Context: an optimization exercise on an open-source flow, tuned for small area, a short achievable clock period and few clock cycles per item. The choices shown serve that exercise and are no tape-out recipe.
At most, simulation tests tie the RTL to the original design; equivalence was not proved.
Power and IR drop assume default switching activity.

Design fft_top, start of the top module:
module fft_top (
  input  logic                       clk,
  input  logic                       reset_i,
  input  logic                       in_valid_i,
  output logic                       in_ready_o,
  input  logic [2*(4 + 4)-1:0] in_sample_i,
  output logic                       out_valid_o,
  input  logic                       out_ready_i,
  output logic [2*(4 + 4)-1:0] out_bin_o,
  output logic                       out_last_o
);
export LEC_CHECK = 0
export ABC_AREA = 1
export CAP_MARGIN = 20
export CORE_MARGIN = 2
export CORE_UTILIZATION = 40
export SETUP_SLACK_MARGIN = 2.7
export SLEW_MARGIN = 20
create_clock -name core_clock -period 6.0 [get_ports {clk}]
run.sh (not shown) runs the stock make flow with config.mk's settings and CLKGATE_MAP_FILE= SYNTH_SCRIPT=/design/flow/synth_recipe.tcl, a recipe that flattens the netlist after the stock synthesis.
Testbench counts at the start, summed over its fixed seeds: cycles 4,200, frames 512.
Rerun with:
Settings changed: CTS_BUF_LIST from default to sky130_fd_sc_hd__clkbuf_4 sky130_fd_sc_hd__clkbuf_8, SETUP_SLACK_MARGIN 2.7 to 3.0.
Total power is lower by about 0.6%.
Worst setup slack improved by 0.21 ns.
Final cell count goes up by about 2.4%.
Via count goes up by 1.4%.
Count of clock-buffer cells in the layout climbs by 34.
Routed wire length came out higher by 2.0%.
Final area increases by 3.3%.
Global-route usage goes up by 0.73 points.
Non-clock buffer count came out higher by 28.
Hold slack hardly moves.
Synthesized cell count stays the same.
Rerun with:
Settings changed: CTS_BUF_LIST sky130_fd_sc_hd__clkbuf_4 sky130_fd_sc_hd__clkbuf_8 to default.
- The changed run ran to the end with no violations
- maximum frequency goes down by 4.1%
- critical path depth shrinks by 4
- final area goes down by 1.4%
- setup slack is worse by 0.13 ns
- non-clock buffer count goes down by 7
- worst hold slack stays flat
Rerun with:
Settings changed: CORE_UTILIZATION 40 to 60.
Effect:
- design area decreases by about 1.2%
- routed wire length decreases by 2.9%
- setup slack improves by 0.074 ns
- die area decreases by 33%
- sequential cell count does not change
- non-clock buffer count increases by 4
Rerun with:
Settings changed: CORE_UTILIZATION 60 to 40, SETUP_SLACK_MARGIN 3.0 to 3.3.
Result: The changed run finished with timing, DRC and antenna clean. Wire length increases by 9.4%. Via count increases by 4.6%. Synthesized cell count does not change. Fmax increases by 5.8%. Power increases by 5.1%. Global-route usage decreases by 10 points. Setup slack gains 0.17 ns.


fft_top, a different RTL version from the one above (not shown whole).
Size in the first run: about 330 flip-flops, ~39 I/O pins, ~18,000 um^2 of cells after synthesis.
clock: 6.0 ns
lec_check: 0
abc_area: 1
cap_margin: 20
core_margin: 2
core_utilization: 40
cts_cluster_diameter: 100
cts_cluster_size: 20
setup_slack_margin: 3.0
slew_margin: 20
==> next run, changes <==
- CTS_CLUSTER_SIZE: 20 -> 24
Flip-flop and latch count stays the same.
Total power fell by 0.89%.
Die area stays the same.
Worst setup slack hardly moves.
Sequential share of layout area barely changes.
Clock-buffer cell count went down by 7.
Synthesized cell count does not change.
Cell area is about the same.
Wire length increases by 0.41%.
No run of this note included a check of the RTL's function; only the layout flow was run.


## run 1
fft_top, a different RTL version from the one above (not shown whole).
Size in the first run: ~39 I/O pins.
make LEC_CHECK=0 ABC_AREA=0 ABC_CLOCK_PERIOD_IN_PS=2500 CAP_MARGIN=20 CORE_MARGIN=2 CORE_UTILIZATION=40 CTS_CLUSTER_DIAMETER=100 CTS_CLUSTER_SIZE=24 SETUP_SLACK_MARGIN=3.0 SLEW_MARGIN=20 finish   # period 6.0 ns
Testbench counts of run 1, summed over its fixed seeds: cycles 4,200, frames 512.
[inputs] run 2 vs run 1
- clearing ABC_CLOCK_PERIOD_IN_PS, which used to be 2500
- putting PLACE_DENSITY at 0.85 where nothing was set
- swapping 0 for 1 in ABC_AREA
--- outcome ---
Compared with run 1, run 2 shows a lower internal power of the cells. Number of DRC markers after the initial detailed-route iteration on run 2 is behind run 1. For the part of the cycle the worst path needs, run 2 came in 1.2 points lower than run 1 did. Cmp run 2 vs run 1: register-to-register slack higher in run 2. A startpoint of the most critical setup path of sa_s0_q is what run 1 shows, while sa_s1_q belongs to run 2.
Edits applied to the flow inputs when going from run 2 to run 3:
- removing PLACE_DENSITY (formerly 0.85)
- changing SETUP_SLACK_MARGIN from 3.0 to 3.1
==> flow/flow/run.sh (new file) <==
#!/bin/bash
# The standard layout, except that the port buffers are buf_2 cells
# instead of the default delay-buffer cell (smaller and faster).
set -euo pipefail
export BUFFER_PORTS_ARGS="-buffer_cell sky130_fd_sc_hd__buf_2"
export RECOVER_POWER=100
bash standard.sh > standard.log 2>&1
==> flow/standard.sh (new file) <==
#!/bin/bash
# synth_recipe.tcl (not shown) runs the flow's synth.tcl, then flattens the netlist and writes it again
# the make line also repeats each setting of config.mk as NAME=value (left out here)
make -C /OpenROAD-flow-scripts/flow DESIGN_CONFIG=/design/flow/config.mk WORK_HOME=/design/flow/orfs CLKGATE_MAP_FILE= SYNTH_SCRIPT=/design/flow/synth_recipe.tcl "${@:-finish}"
removed: flow/run.sh
--- outcome ---
- Nothing crashed in run 3 and all stages finished; the problem is that the final layout failed, the offending checks being max-capacitance violations, max-slew violations.
- Routed length per instance of run 3 exceeds that of run 2 slightly.
- Compare run 3 and run 2 | global routing usage summed across all routing layers higher: run 3
- Of run 3 and run 2, run 2 shows the lower met1 usage in global routing, with run 3 above it.
- [run 3] post-layout minimum cycle time rose 1.31 ns relative to run 2
- Run 3 ended up with a higher signed area change from the synthesized netlist to the final layout than run 2 did.
- Run 3 vs run 2 — filler cell count climbed by a few percent
- Taking run 2 as the reference point, the relative contribution of combinational cells to total power of run 3 rises by 0.4 points.
- Run 3 vs. run 2: max-slew violation total from the final report went up; met3 usage went down; wire length rose about 2%.


fft_top again, from the RTL that the note above started with.
export LEC_CHECK = 0
export ABC_AREA = 1
export CAP_MARGIN = 20
export CORE_MARGIN = 2
export CORE_UTILIZATION = 40
export CTS_CLUSTER_DIAMETER = 100
export CTS_CLUSTER_SIZE = 24
export SETUP_SLACK_MARGIN = 3.2
export SLEW_MARGIN = 20
create_clock -name core_clock -period 6.0 [get_ports {clk}]
standard.sh (not shown) runs the stock make flow with config.mk's settings and CLKGATE_MAP_FILE= SYNTH_SCRIPT=/design/flow/synth_recipe.tcl, a recipe that flattens the netlist after the stock synthesis.
==> flow/flow/run.sh <==
#!/bin/bash
# The standard layout, except that the port buffers are buf_2 cells
# instead of the default delay-buffer cell (smaller and faster).
set -euo pipefail
export BUFFER_PORTS_ARGS="-buffer_cell sky130_fd_sc_hd__buf_2"
export SETUP_MOVE_SEQUENCE="unbuffer,sizeup,swap"
bash standard.sh > standard.log 2>&1
The first run ran to the end with no violations.
Testbench counts at the start, summed over its fixed seeds: cycles 4,200, frames 512.
Next try:
--- a/flow/flow/run.sh
+++ b/flow/flow/run.sh
@@ -6 +5,0 @@
-export SETUP_MOVE_SEQUENCE="unbuffer,sizeup,swap"
Settings changed: SETUP_SLACK_MARGIN 3.2 to 3.1.
Wire length grows by 1.4%. Final area went down by 2.1%. Non-clock buffer count increases by 39. Setup slack gains 0.11 ns. Via count went up by 0.57%. Power falls by 3.8%. Worst hold slack barely changes. Area after synthesis is unchanged. Synthesized cell count stays the same.
Next try:
==> flow/run.sh (new file) <==
#!/bin/bash
# synth_recipe.tcl (not shown) runs the flow's synth.tcl, then flattens the netlist and writes it again
# the make line also repeats each setting of config.mk as NAME=value (left out here)
make -C /OpenROAD-flow-scripts/flow DESIGN_CONFIG=/design/flow/config.mk WORK_HOME=/design/flow/orfs CLKGATE_MAP_FILE= SYNTH_SCRIPT=/design/flow/synth_recipe.tcl finish
Settings changed: SETUP_SLACK_MARGIN 3.1 to 2.9.
removed: flow/flow/run.sh
removed: flow/standard.sh
Outcome: Wire length came out lower by 1.8%. Area after synthesis is unchanged. Design area decreases by 2.3%. Maximum frequency fell by 8.6%. Cell count went down by 1.2%. Global-route usage drops by 0.41 points. Clock skew is lower by 0.0040 ns. Setup slack gets worse by 0.26 ns. Non-clock buffer count falls by 27. Utilization goes down by 1.1 points.
Next try:
==> flow/flow/run.sh (new file) <==
#!/bin/bash
# The standard layout, except that the port buffers are buf_2 cells
# instead of the default delay-buffer cell (smaller and faster).
set -euo pipefail
export BUFFER_PORTS_ARGS="-buffer_cell sky130_fd_sc_hd__buf_2"
export MATCH_CELL_FOOTPRINT=0
bash standard.sh > standard.log 2>&1
==> flow/standard.sh (new file) <==
#!/bin/bash
# synth_recipe.tcl (not shown) runs the flow's synth.tcl, then flattens the netlist and writes it again
# the make line also repeats each setting of config.mk as NAME=value (left out here)
make -C /OpenROAD-flow-scripts/flow DESIGN_CONFIG=/design/flow/config.mk WORK_HOME=/design/flow/orfs CLKGATE_MAP_FILE= SYNTH_SCRIPT=/design/flow/synth_recipe.tcl "${@:-finish}"
Settings changed: SETUP_SLACK_MARGIN 2.9 to 3.1.
removed: flow/run.sh
After rerunning: Final area came out higher by 2.4%. Routed wire length came out higher by 1.9%. Synthesized area does not change. Global-route usage grows by 0.41 points. Critical path depth went down by 1. Core utilization is higher by 1.1 points.


violet:
Starting RTL as in the previous note.
Design fft_top, start of the top module:
module fft_top (
  input  logic                       clk,
  input  logic                       reset_i,
  input  logic                       in_valid_i,
  output logic                       in_ready_o,
  input  logic [2*(4 + 4)-1:0] in_sample_i,
  output logic                       out_valid_o,
  input  logic                       out_ready_i,
  output logic [2*(4 + 4)-1:0] out_bin_o,
  output logic                       out_last_o
);
clock: 6.0 ns
lec_check: 0
abc_area: 1
cap_margin: 20
core_margin: 2
core_utilization: 40
cts_cluster_diameter: 100
cts_cluster_size: 24
setup_slack_margin: 3.3
slew_margin: 20
==> flow/flow/run.sh <==
#!/bin/bash
# The standard layout, except that the port buffers are buf_4 cells
# instead of the default (a slow delay-buffer cell).
set -euo pipefail
export BUFFER_PORTS_ARGS="-buffer_cell sky130_fd_sc_hd__buf_4"
bash standard.sh > standard.log 2>&1
violet reached the final stage; the timing, DRC and antenna checks on its layout passed.
Testbench counts of violet, summed over its fixed seeds: cycles 4,200, frames 512.
Edits applied to the flow inputs when going from violet to indigo:
- swapping 24 for 30 in CTS_CLUSTER_SIZE
- swapping 3.3 for 3.0 in SETUP_SLACK_MARGIN
==> flow/run.sh (new file) <==
#!/bin/bash
# synth_recipe.tcl (not shown) runs the flow's synth.tcl, then flattens the netlist and writes it again
# the make line also repeats each setting of config.mk as NAME=value (left out here)
make -C /OpenROAD-flow-scripts/flow DESIGN_CONFIG=/design/flow/config.mk WORK_HOME=/design/flow/orfs CLKGATE_MAP_FILE= SYNTH_SCRIPT=/design/flow/synth_recipe.tcl finish
removed: flow/flow/run.sh
removed: flow/standard.sh
--- outcome ---
Between indigo and violet, the average vias per placed instance is higher for violet.
The run showing the greater post-route minimum period is indigo.
Looking at pin count of the biggest net entering global routing, indigo sits about 17% below violet.
Inputs modified between indigo and onyx:
- CTS_CLUSTER_SIZE no longer set, was 30
- CTS_CLUSTER_DIAMETER no longer set, was 100
--- outcome ---
Summary of onyx over indigo: via count +165, total stage count of the critical path +6, power after layout +21%. Looking at worst setup path endpoint, the out_last_o result is from indigo; the bk7_q[2]$_DFFE_PP_ one comes from onyx.
The inputs of ember differ from those of onyx as listed below.
- an added CTS_CLUSTER_DIAMETER of 100
- an added CTS_CLUSTER_SIZE of 24
==> flow/flow/run.sh (new file) <==
#!/bin/bash
# The standard layout, except that the port buffers are buf_4 cells
# instead of the default (a slow delay-buffer cell).
set -euo pipefail
export BUFFER_PORTS_ARGS="-buffer_cell sky130_fd_sc_hd__buf_4"
bash standard.sh > standard.log 2>&1
==> flow/standard.sh (new file) <==
#!/bin/bash
# synth_recipe.tcl (not shown) runs the flow's synth.tcl, then flattens the netlist and writes it again
# the make line also repeats each setting of config.mk as NAME=value (left out here)
make -C /OpenROAD-flow-scripts/flow DESIGN_CONFIG=/design/flow/config.mk WORK_HOME=/design/flow/orfs CLKGATE_MAP_FILE= SYNTH_SCRIPT=/design/flow/synth_recipe.tcl "${@:-finish}"
removed: flow/run.sh
--- outcome ---
- Compared with onyx, in ember final area lower; time the final worst path needs with I/O delays and setup went up; fraction of area in registers now larger.
Edits applied to the flow inputs when going from ember to garnet:
- swapping 3.0 for 3.1 in SETUP_SLACK_MARGIN
- swapping 24 for 20 in CTS_CLUSTER_SIZE
==> flow/run.sh (new file) <==
#!/bin/bash
# synth_recipe.tcl (not shown) runs the flow's synth.tcl, then flattens the netlist and writes it again
# the make line also repeats each setting of config.mk as NAME=value (left out here)
make -C /OpenROAD-flow-scripts/flow DESIGN_CONFIG=/design/flow/config.mk WORK_HOME=/design/flow/orfs CLKGATE_MAP_FILE= SYNTH_SCRIPT=/design/flow/synth_recipe.tcl finish
removed: flow/flow/run.sh
removed: flow/standard.sh
### Flow results
The count of mapped cells out of synthesis was comparable across ember and garnet.
Overall power: garnet > ember
ember -> garnet: leakage power increased slightly
ember → garnet: number of global-route vias before repair stayed essentially flat; core utilization of the finished layout rose by 1.2 points; post-cts hold buffer count stayed essentially flat.
On via count, ember tracks garnet almost exactly.
The startpoint of the most critical setup path comes out sb_s2_q$_DFF_P_ in one run and sa_s0_q$_DFF_P_ in the other, namely in garnet and ember respectively.
Changes in amber relative to garnet:
- changing CTS_CLUSTER_SIZE from 20 to 24
- changing SETUP_SLACK_MARGIN from 3.1 to 3.4
==> flow/flow/run.sh (new file) <==
#!/bin/bash
# The standard layout, except that the port buffers are buf_2 cells
# instead of the default delay-buffer cell (smaller and faster).
set -euo pipefail
export BUFFER_PORTS_ARGS="-buffer_cell sky130_fd_sc_hd__buf_2"
export SETUP_MOVE_SEQUENCE="unbuffer,sizeup,swap"
bash standard.sh > standard.log 2>&1
==> flow/standard.sh (new file) <==
#!/bin/bash
# synth_recipe.tcl (not shown) runs the flow's synth.tcl, then flattens the netlist and writes it again
# the make line also repeats each setting of config.mk as NAME=value (left out here)
make -C /OpenROAD-flow-scripts/flow DESIGN_CONFIG=/design/flow/config.mk WORK_HOME=/design/flow/orfs CLKGATE_MAP_FILE= SYNTH_SCRIPT=/design/flow/synth_recipe.tcl "${@:-finish}"
removed: flow/run.sh
### Flow results
Sort amber and garnet by signed area change from the synthesized netlist to the final layout desc -> top: amber
Taking garnet as the reference, in amber number of setup buffers added after CTS went down by 8, global routing usage summed across all routing layers climbed 0.76 points.
In the tables for amber and garnet, first-pass GRT wire length reads lower with garnet.
From garnet to amber the numbers moved as follows: timing-limited maximum frequency saw a decrease; maximum fanout along the worst path increased 24.
Power share of the clock group | amber below garnet


== job 101 ==
Starting RTL as in the previous note.
export LEC_CHECK = 0
export ABC_AREA = 1
export CAP_MARGIN = 20
export CORE_MARGIN = 2
export CORE_UTILIZATION = 40
export CTS_CLUSTER_DIAMETER = 100
export CTS_CLUSTER_SIZE = 24
export SETUP_SLACK_MARGIN = 3.1
export SLEW_MARGIN = 20
create_clock -name core_clock -period 6.0 [get_ports {clk}]
run.sh (not shown) runs the stock make flow with config.mk's settings and CLKGATE_MAP_FILE= SYNTH_SCRIPT=/design/flow/synth_recipe.tcl, a recipe that flattens the netlist after the stock synthesis.
Stock flow here: none of the scripts above is used.
Testbench counts of job 101, summed over its fixed seeds: cycles 4,200, frames 512.
The inputs of job 102 differ from those of job 101 as listed below.
- ABC_AREA: 1 -> 0
- SETUP_SLACK_MARGIN: 3.1 -> 3.0
### Flow results
Routed length on met2 for job 102: about 0.6% down relative to job 101
Summary: with job 101 as the reference, final design instance area without fill in job 102 moved down slightly.
Job 102 vs job 101, post-detailed-route via-to-cell ratio went up by 0.42.
Going from job 101 to job 102, proportion of power drawn by combinational gates shrank by 5.8 points; setup slack shrank by 250 ps; net switching component of the power shrank by 350 uW.
Diff job 101 -> job 102: transition time of the tightest slew-check pin went up 270 ps, critical path depth went up 5, wire length after detailed routing has decreased.
Relative to job 102, the following input files were edited for job 103:
- swapping 40 for 55 in CORE_UTILIZATION
- swapping 0 for 1 in ABC_AREA
- putting PLACE_DENSITY at 0.75 where nothing was set
==> comparison <==
- On worst slew margin relative to its limit, job 102 loses to job 103.
- Sort job 102 and job 103 by setup slack, ascending, and job 102 comes first.
- Any difference in wire length between job 103 and job 102 is small enough to ignore.
- Run comparison: job 103 top routing layer in use met4; job 102 top routing layer in use met5
- Job 103 ended with more maximum fanout encountered on the critical timing path than job 102.
- Summary: with job 102 as the reference, layout net count in job 103 moved up by more than 10%.
Input-level comparison between job 104 and job 103:
- a deleted PLACE_DENSITY that had been 0.75
- a change of CORE_UTILIZATION from 55 to 40
[summary]
Compared with job 103, job 104 shows die width higher by 17%. The total power in job 104 sits 0.91% below the value recorded for job 103. The run showing the smaller share of cell area taken by flip-flops and latches is job 104. For job 104, the cell at the slowest stage of the critical path was sky130_fd_sc_hd__xnor2_1, unlike job 103, where it was sky130_fd_sc_hd__xor2_1. Job 104 against job 103; switching component of the power is down by a few percent. Looking at worst setup path startpoint, the sa_s1_q$_DFF_P_ result is from job 104; the sa_s0_q$_DFF_P_ one comes from job 103. Setup skew after layout: job 103 vs job 104, no meaningful difference. Delta (job 104 minus job 103): logic depth of the worst setup path including buffers has decreased; critical path data required time has increased. The die used by job 104 is larger than the one used by job 103.

-- afterwards: timing with drivers on the ports --
The results above use ideal ports. As a check the final layouts listed here were re-extracted and re-timed, cells and wires unchanged.
Step 1: set_driving_cell puts a clkbuf_16 on clk and a buf_2 on each other input, an assumption about the parent block.
Step 2 adds t to the input delays and takes it off the output delays; t is the mean of the earliest and latest rising clock arrival at the registers after step 1. Input paths then give back, and output paths get back, about the clock's delay inside the block.
a / b / c = ideal ports / drivers / drivers and shift; a / b = the first two.
run | t, ns | setup WS [ns] | hold WS [ns] | worst register clock-pin slew, ns
the first run of note 1 | 0.609 | 2.836 / 2.836 / 2.465 | 0.413 / 0.413 / 0.413 | 0.07 / 0.07
the second run of note 1 | 0.711 | 3.049 / 2.998 / 2.507 | 0.414 / 0.414 / 0.414 | 0.07 / 0.07
the third run of note 1 | 0.601 | 2.922 / 2.922 / 2.688 | 0.411 / 0.411 / 0.411 | 0.06 / 0.06
the fourth run of note 1 | 0.573 | 2.996 / 2.996 / 2.564 | 0.416 / 0.416 / 0.416 | 0.07 / 0.07
the fifth run of note 1 | 0.605 | 3.162 / 3.162 / 2.731 | 0.414 / 0.414 / 0.414 | 0.06 / 0.06
the first run of note 2 | 0.601 | 3.018 / 3.018 / 2.606 | 0.418 / 0.418 / 0.418 | 0.10 / 0.10
the second run of note 2 | 0.594 | 3.021 / 3.021 / 2.680 | 0.424 / 0.424 / 0.424 | 0.11 / 0.11
run 1 | 0.577 | 2.938 / 2.938 / 2.746 | 0.416 / 0.416 / 0.416 | 0.11 / 0.11
run 2 | 0.567 | 3.009 / 3.009 / 2.706 | 0.415 / 0.415 / 0.415 | 0.11 / 0.11
run 3 | 0.576 | 1.702 / 1.702 / 1.702 | 0.406 / 0.406 / 0.406 | 0.11 / 0.11
the first run of note 4 | 0.577 | 3.090 / 3.090 / 2.853 | 0.408 / 0.408 / 0.408 | 0.11 / 0.11
the second run of note 4 | 0.578 | 3.202 / 3.193 / 2.841 | 0.406 / 0.406 / 0.406 | 0.11 / 0.11
the third run of note 4 | 0.582 | 2.941 / 2.941 / 2.531 | 0.408 / 0.408 / 0.408 | 0.12 / 0.12
the fourth run of note 4 | 0.578 | 3.202 / 3.193 / 2.841 | 0.406 / 0.406 / 0.406 | 0.11 / 0.11
violet | 0.591 | 3.219 / 3.219 / 3.042 | 0.405 / 0.405 / 0.405 | 0.11 / 0.11
indigo | 0.572 | 3.079 / 3.026 / 2.662 | 0.418 / 0.418 / 0.418 | 0.12 / 0.12
onyx | 0.611 | 3.088 / 3.088 / 2.589 | 0.414 / 0.414 / 0.414 | 0.07 / 0.07
ember | 0.583 | 3.027 / 3.027 / 2.918 | 0.419 / 0.419 / 0.419 | 0.11 / 0.11
garnet | 0.583 | 3.141 / 3.128 / 2.722 | 0.420 / 0.420 / 0.420 | 0.10 / 0.10
amber | 0.583 | 2.994 / 2.994 / 2.994 | 0.412 / 0.412 / 0.412 | 0.11 / 0.11
job 101 | 0.573 | 3.188 / 3.134 / 2.723 | 0.420 / 0.420 / 0.420 | 0.11 / 0.11
job 102 | 0.577 | 2.938 / 2.938 / 2.746 | 0.416 / 0.416 / 0.416 | 0.11 / 0.11
job 103 | 0.569 | 2.996 / 2.996 / 2.661 | 0.423 / 0.423 / 0.423 | 0.10 / 0.10
job 104 | 0.573 | 3.076 / 3.043 / 2.647 | 0.420 / 0.420 / 0.420 | 0.11 / 0.11
For the second run of note 1, which loses most, drivers alone change the setup slack by -0.051 ns; drivers and shift together by -0.542 ns.
